Background: an optimization exercise with open tools, aiming at a short achievable clock period. Do not read the settings as production practice.
The RTL was checked by simulation tests, not by an equivalence proof against the original design.
Power is estimated from default activity; no workload was simulated.

==> exp/garnet <==
==> flow/design.v <==
`default_nettype none
package prg_mem_pkg;
  localparam int PRG_ADDR_W = 8;
  localparam int PRG_DATA_W = 8;
  typedef enum logic [1:0] {
    ST_IDLE     = 2'd0,
    ST_ACCESS   = 2'd1,
    ST_RDBACK   = 2'd2,
    ST_WAIT_LOW = 2'd3
  } prg_state_t;
endpackage
`default_nettype wire
`default_nettype none
module prg_sync_edge #(
  parameter int SYNC_STAGES = 2
) (
  input  logic clk,
  input  logic rst_n,
  input  logic async_in,
  output logic level,
  output logic rise
);
  logic [SYNC_STAGES-1:0] r_sync;
  logic                   r_prev;
  always_ff @(posedge clk or negedge rst_n) begin
    if (!rst_n) begin
      r_sync <= '1;
      r_prev <= 1'b1;
    end else begin
      r_sync <= {r_sync[SYNC_STAGES-2:0], async_in};
      r_prev <= r_sync[SYNC_STAGES-1];
    end
  end
  assign level = r_sync[SYNC_STAGES-1];
  assign rise  = r_sync[SYNC_STAGES-1] & ~r_prev;
endmodule
`default_nettype wire
`default_nettype none
module prg_mem_port
#(
  parameter int ADDR_W      = prg_mem_pkg::PRG_ADDR_W,
  parameter int DATA_W      = prg_mem_pkg::PRG_DATA_W,
  parameter int SYNC_STAGES = 2,
  parameter int LO_W        = 0
) (
  input  logic              clk_clk,
  input  logic              reset_reset_n,
  input  logic              prg_clock,
  input  logic [ADDR_W-1:0] prg_ma,
  input  logic [DATA_W-1:0] prg_wd,
  input  logic              prg_we,
  output logic [DATA_W-1:0] prg_rd,
  input  logic [ADDR_W-1:0] cpu_addr,
  output logic [DATA_W-1:0] cpu_rdata,
  output logic              prg_busy
);
  localparam int WORDS = 2**ADDR_W;
  localparam int AL_W  = ADDR_W / 2;           
  localparam int AH_W  = ADDR_W - AL_W;
  localparam int AL_N  = 2**AL_W;
  localparam int AH_N  = 2**AH_W;
  logic [WORDS-1:0][DATA_W-1:0] mem;
  logic              r_busy;
  logic              r_acc;
  logic              r_rdb;
  logic [ADDR_W-1:0] r_ma;
  logic [DATA_W-1:0] r_wd;
  logic              r_we;
  logic [AL_N-1:0]   r_ma_lo_dec;              
  logic [AH_N-1:0]   r_wr_hi_dec;              
  logic [DATA_W-1:0] r_prg_rd;
  logic              w_level;
  logic              w_rise;
  logic              w_start;
  prg_sync_edge #(
    .SYNC_STAGES (SYNC_STAGES)
  ) u_sync (
    .clk      (clk_clk),
    .rst_n    (reset_reset_n),
    .async_in (prg_clock),
    .level    (w_level),
    .rise     (w_rise)
  );
  assign w_start = !r_busy && w_rise;
  always_ff @(posedge clk_clk or negedge reset_reset_n) begin
    if (!reset_reset_n) begin
      r_busy      <= 1'b0;
      r_acc       <= 1'b0;
      r_rdb       <= 1'b0;
      r_ma        <= '0;
      r_wd        <= '0;
      r_we        <= 1'b0;
      r_ma_lo_dec <= '0;
      r_wr_hi_dec <= '0;
    end else begin
      r_acc <= w_start;
      r_rdb <= r_acc;
      if (w_start) begin
        r_ma   <= prg_ma;
        r_wd   <= prg_wd;
        r_we   <= prg_we;
        r_busy <= 1'b1;
        for (int i = 0; i < AL_N; i++) begin
          r_ma_lo_dec[i] <= (prg_ma[AL_W-1:0] == AL_W'(i));
        end
        for (int i = 0; i < AH_N; i++) begin
          r_wr_hi_dec[i] <= prg_we && (prg_ma[ADDR_W-1:AL_W] == AH_W'(i));
        end
      end else begin
        r_wr_hi_dec <= '0;
        if (r_busy && !r_acc && !r_rdb && !w_level) begin
          r_busy <= 1'b0;
        end
      end
    end
  end
  for (genvar i = 0; i < WORDS; i++) begin : g_word
    always_ff @(posedge clk_clk) begin
      if (r_wr_hi_dec[i / AL_N] && r_ma_lo_dec[i % AL_N]) begin
        mem[i] <= r_wd;
      end
    end
  end
  logic [AH_N-1:0][DATA_W-1:0] r_rb;
  always_ff @(posedge clk_clk) begin
    if (r_acc) begin
      for (int h = 0; h < AH_N; h++) begin
        r_rb[h] <= mem[{AH_W'(h), r_ma[AL_W-1:0]}];
      end
    end
  end
  always_ff @(posedge clk_clk or negedge reset_reset_n) begin
    if (!reset_reset_n) begin
      r_prg_rd <= '0;
    end else if (r_rdb) begin
      r_prg_rd <= r_we ? r_wd : r_rb[r_ma[ADDR_W-1:AL_W]];
    end
  end
  if (LO_W == 0) begin : g_cpu_reg
    logic [DATA_W-1:0] r_cpu_rdata;
    always_ff @(posedge clk_clk or negedge reset_reset_n) begin
      if (!reset_reset_n) begin
        r_cpu_rdata <= '0;
      end else begin
        r_cpu_rdata <= mem[cpu_addr];
      end
    end
    assign cpu_rdata = r_cpu_rdata;
  end else begin : g_cpu_split
    localparam int HI_W = ADDR_W - LO_W;
    localparam int LO_N = 2**LO_W;
    localparam int HI_N = 2**HI_W;
    logic [LO_N-1:0][DATA_W-1:0] w_cand;
    logic [LO_N-1:0][DATA_W-1:0] r_cand;
    logic [LO_N-1:0]             r_lo_sel;
    logic [DATA_W-1:0]           w_cpu_rdata;
    always_comb begin
      for (int j = 0; j < LO_N; j++) begin
        w_cand[j] = mem[{cpu_addr[ADDR_W-1:LO_W], LO_W'(j)}];
      end
    end
    always_ff @(posedge clk_clk) begin
      r_cand <= w_cand;
    end
    always_ff @(posedge clk_clk or negedge reset_reset_n) begin
      if (!reset_reset_n) begin
        r_lo_sel <= '0;
      end else begin
        for (int j = 0; j < LO_N; j++) begin
          r_lo_sel[j] <= (cpu_addr[LO_W-1:0] == LO_W'(j));
        end
      end
    end
    always_comb begin
      w_cpu_rdata = '0;
      for (int j = 0; j < LO_N; j++) begin
        w_cpu_rdata = w_cpu_rdata | ({DATA_W{r_lo_sel[j]}} & r_cand[j]);
      end
    end
    assign cpu_rdata = w_cpu_rdata;
  end
  assign prg_rd    = r_prg_rd;
  assign prg_busy  = r_busy;
endmodule
`default_nettype wire
==> flow/run.sh <==
#!/bin/bash
# synth_recipe.tcl (not shown) runs the flow's synth.tcl, then flattens the netlist and writes it again
# the make line also repeats each setting of config.mk as NAME=value (left out here)
make -C /OpenROAD-flow-scripts/flow DESIGN_CONFIG=/design/flow/config.mk WORK_HOME=/design/flow/orfs CLKGATE_MAP_FILE= SYNTH_SCRIPT=/design/flow/synth_recipe.tcl finish
==> flow/config.mk <==
export PLATFORM = sky130hd
export DESIGN_NAME = prg_mem_port
export DESIGN_NICKNAME = prg_mem_port
export VERILOG_FILES = /design/flow/design.v
export SDC_FILE = /design/flow/constraint.sdc
export NUM_CORES = 4
export LEC_CHECK = 0
export ABC_CLOCK_PERIOD_IN_PS = 2500
export CAP_MARGIN = 20
export CORE_MARGIN = 2
export CORE_UTILIZATION = 55
export CTS_CLUSTER_DIAMETER = 80
export CTS_CLUSTER_SIZE = 30
export SETUP_SLACK_MARGIN = 2.6
export SLEW_MARGIN = 20
==> flow/constraint.sdc <==
create_clock -name core_clock -period 5.0 [get_ports {clk_clk}]
set_input_delay 1.0000 -clock core_clock [delete_from_list [all_inputs] [get_ports {clk_clk}]]
set_output_delay 1.0000 -clock core_clock [all_outputs]
set_load 0.01 [all_outputs]
==> inputs of exp/lagoon, as changes to exp/garnet <==
==> flow/flow/run.sh (new file) <==
#!/bin/bash
# Own layout flow: the standard layout (standard.sh, ORFS synthesis to
# finish, unchanged), with one addition: before ORFS places the pins, the
# CPU read port's pins are constrained to the middle of the top edge
# (flow/io.tcl, sourced through ORFS's PRE_IO_PLACEMENT_TCL hook).
# ORFS writes each step's full log under orfs/logs/; make's own output goes to
# standard_flow.log in this folder.
set -euo pipefail
W=$(pwd)
export PRE_IO_PLACEMENT_TCL="$W/flow/io.tcl"
bash standard.sh finish > "$W/standard_flow.log" 2>&1
==> flow/flow/io.tcl (new file) <==
# Pin placement for the CPU read port: the read address and the read data
# enter and leave together at the middle of the top edge, so no address bit
# starts from a corner of the die.
set die [ord::get_die_area]
set x0 [lindex $die 0]
set x1 [lindex $die 2]
set mid [expr {($x0 + $x1) / 2.0}]
set addr_pins {}
set data_pins {}
for {set i 0} {$i < 8} {incr i} {
  lappend addr_pins "cpu_addr\[$i\]"
  lappend data_pins "cpu_rdata\[$i\]"
}
set_io_pin_constraint -pin_names $addr_pins \
  -region [format "top:%.1f-%.1f" [expr {$mid - 30.0}] [expr {$mid}]]
set_io_pin_constraint -pin_names $data_pins \
  -region [format "top:%.1f-%.1f" [expr {$mid}] [expr {$mid + 30.0}]]
==> flow/standard.sh (new file) <==
#!/bin/bash
# synth_recipe.tcl (not shown) runs the flow's synth.tcl, then flattens the netlist and writes it again
# the make line also repeats each setting of config.mk as NAME=value (left out here)
make -C /OpenROAD-flow-scripts/flow DESIGN_CONFIG=/design/flow/config.mk WORK_HOME=/design/flow/orfs CLKGATE_MAP_FILE= SYNTH_SCRIPT=/design/flow/synth_recipe.tcl "${@:-finish}"
ABC_CLOCK_PERIOD_IN_PS = 1000   (was 2500)
CORE_UTILIZATION = 70   (was 55)
SETUP_SLACK_MARGIN = 2.9   (was 2.6)
removed: flow/run.sh
==> comparison table <==
|  | exp/lagoon | exp/garnet |
|---|---|---|
| Clk pwr share | 0.252 | 0.291 |
| Post-DP Area | 0.105 mm² | 0.106 mm² |
| Inverter count of the layout excluding clock inverters | 3 | 2 |
| Power spent charging and discharging nets | 12.2 mW | 12.7 mW |
| Met1 GRT Util | 0.600 | 0.493 |
| Capture instance of the worst register-to-register path | r_rb[38] | r_rb[71] |
| Fraction of area in clock buffers and inverters | 0.0317 | 0.0415 |
| Fraction of power consumed by combinational cells | 0.223 | 0.210 |
| Cell count along the critical path | 9 | 12 |
| Clk pwr | 10.8 mW | 13.0 mW |
| Post_cts resized | 522 | 391 |
| Total Power | 42.8 mW | 44.8 mW |
| Metal3 WL | 48000 µm | 29700 µm |
| Global router's overall resource usage | 0.424 | 0.354 |
| Width of the chip | 386 µm | 435 µm |
| Total clock buffers created by CTS | 105 | 137 |
| Outcome | timing/DRC/antenna clean | failed layout checks |
| Reasons for failing layout checks | - | antenna violations |
| Highest fanout seen on the critical path | 17 | 7 |
| Routed length on met2 | 144000 µm | 165000 µm |
| Clock latency of the later-clocked register in the worst-skew pair | 0.80 ns | 0.85 ns |
| Count of clock buffers in the final design | 126 | 154 |
| Clock transition at the registers of the reported paths | 0.11 ns | 0.08 ns |
| CP bufs+invs | 3 | 6 |
| Pwr per Cell Area | 371 mW/mm² | 387 mW/mm² |
| Proportion of layout cells with a drive suffix above 1 | 0.383 | 0.376 |
| Required time reported for the critical path endpoint | 5.69 ns | 5.71 ns |

==> what the ideal ports hide <==
The results above use ideal ports. As a check the final layouts listed here were re-extracted and re-timed, cells and wires unchanged. Step 1 assumes that a clkbuf_16 drives the clock port and a buf_2 every other input. Step 2 times the ports against the registers' clock, not the clock port: input delays grow and output delays shrink by t, the midpoint of the rising clock arrivals with the driver on. Slacks: ideal ports / drivers / drivers and shift; pairs: ideal ports / drivers.
| run | shift t [ns] | slack for setup (ns) | slew at the worst register clock pin (ns) | cell pins on the clock port's net |
|---|---|---|---|---|
| exp/garnet | 0.929 | 2.244 / 2.110 / 1.181 | 0.12 / 0.12 | 1 |
| exp/lagoon | 0.861 | 2.281 / 1.904 / 1.042 | 0.12 / 0.12 | 1 |
For exp/lagoon, which loses most, drivers alone change the setup slack by -0.377 ns; drivers and shift together by -1.239 ns.
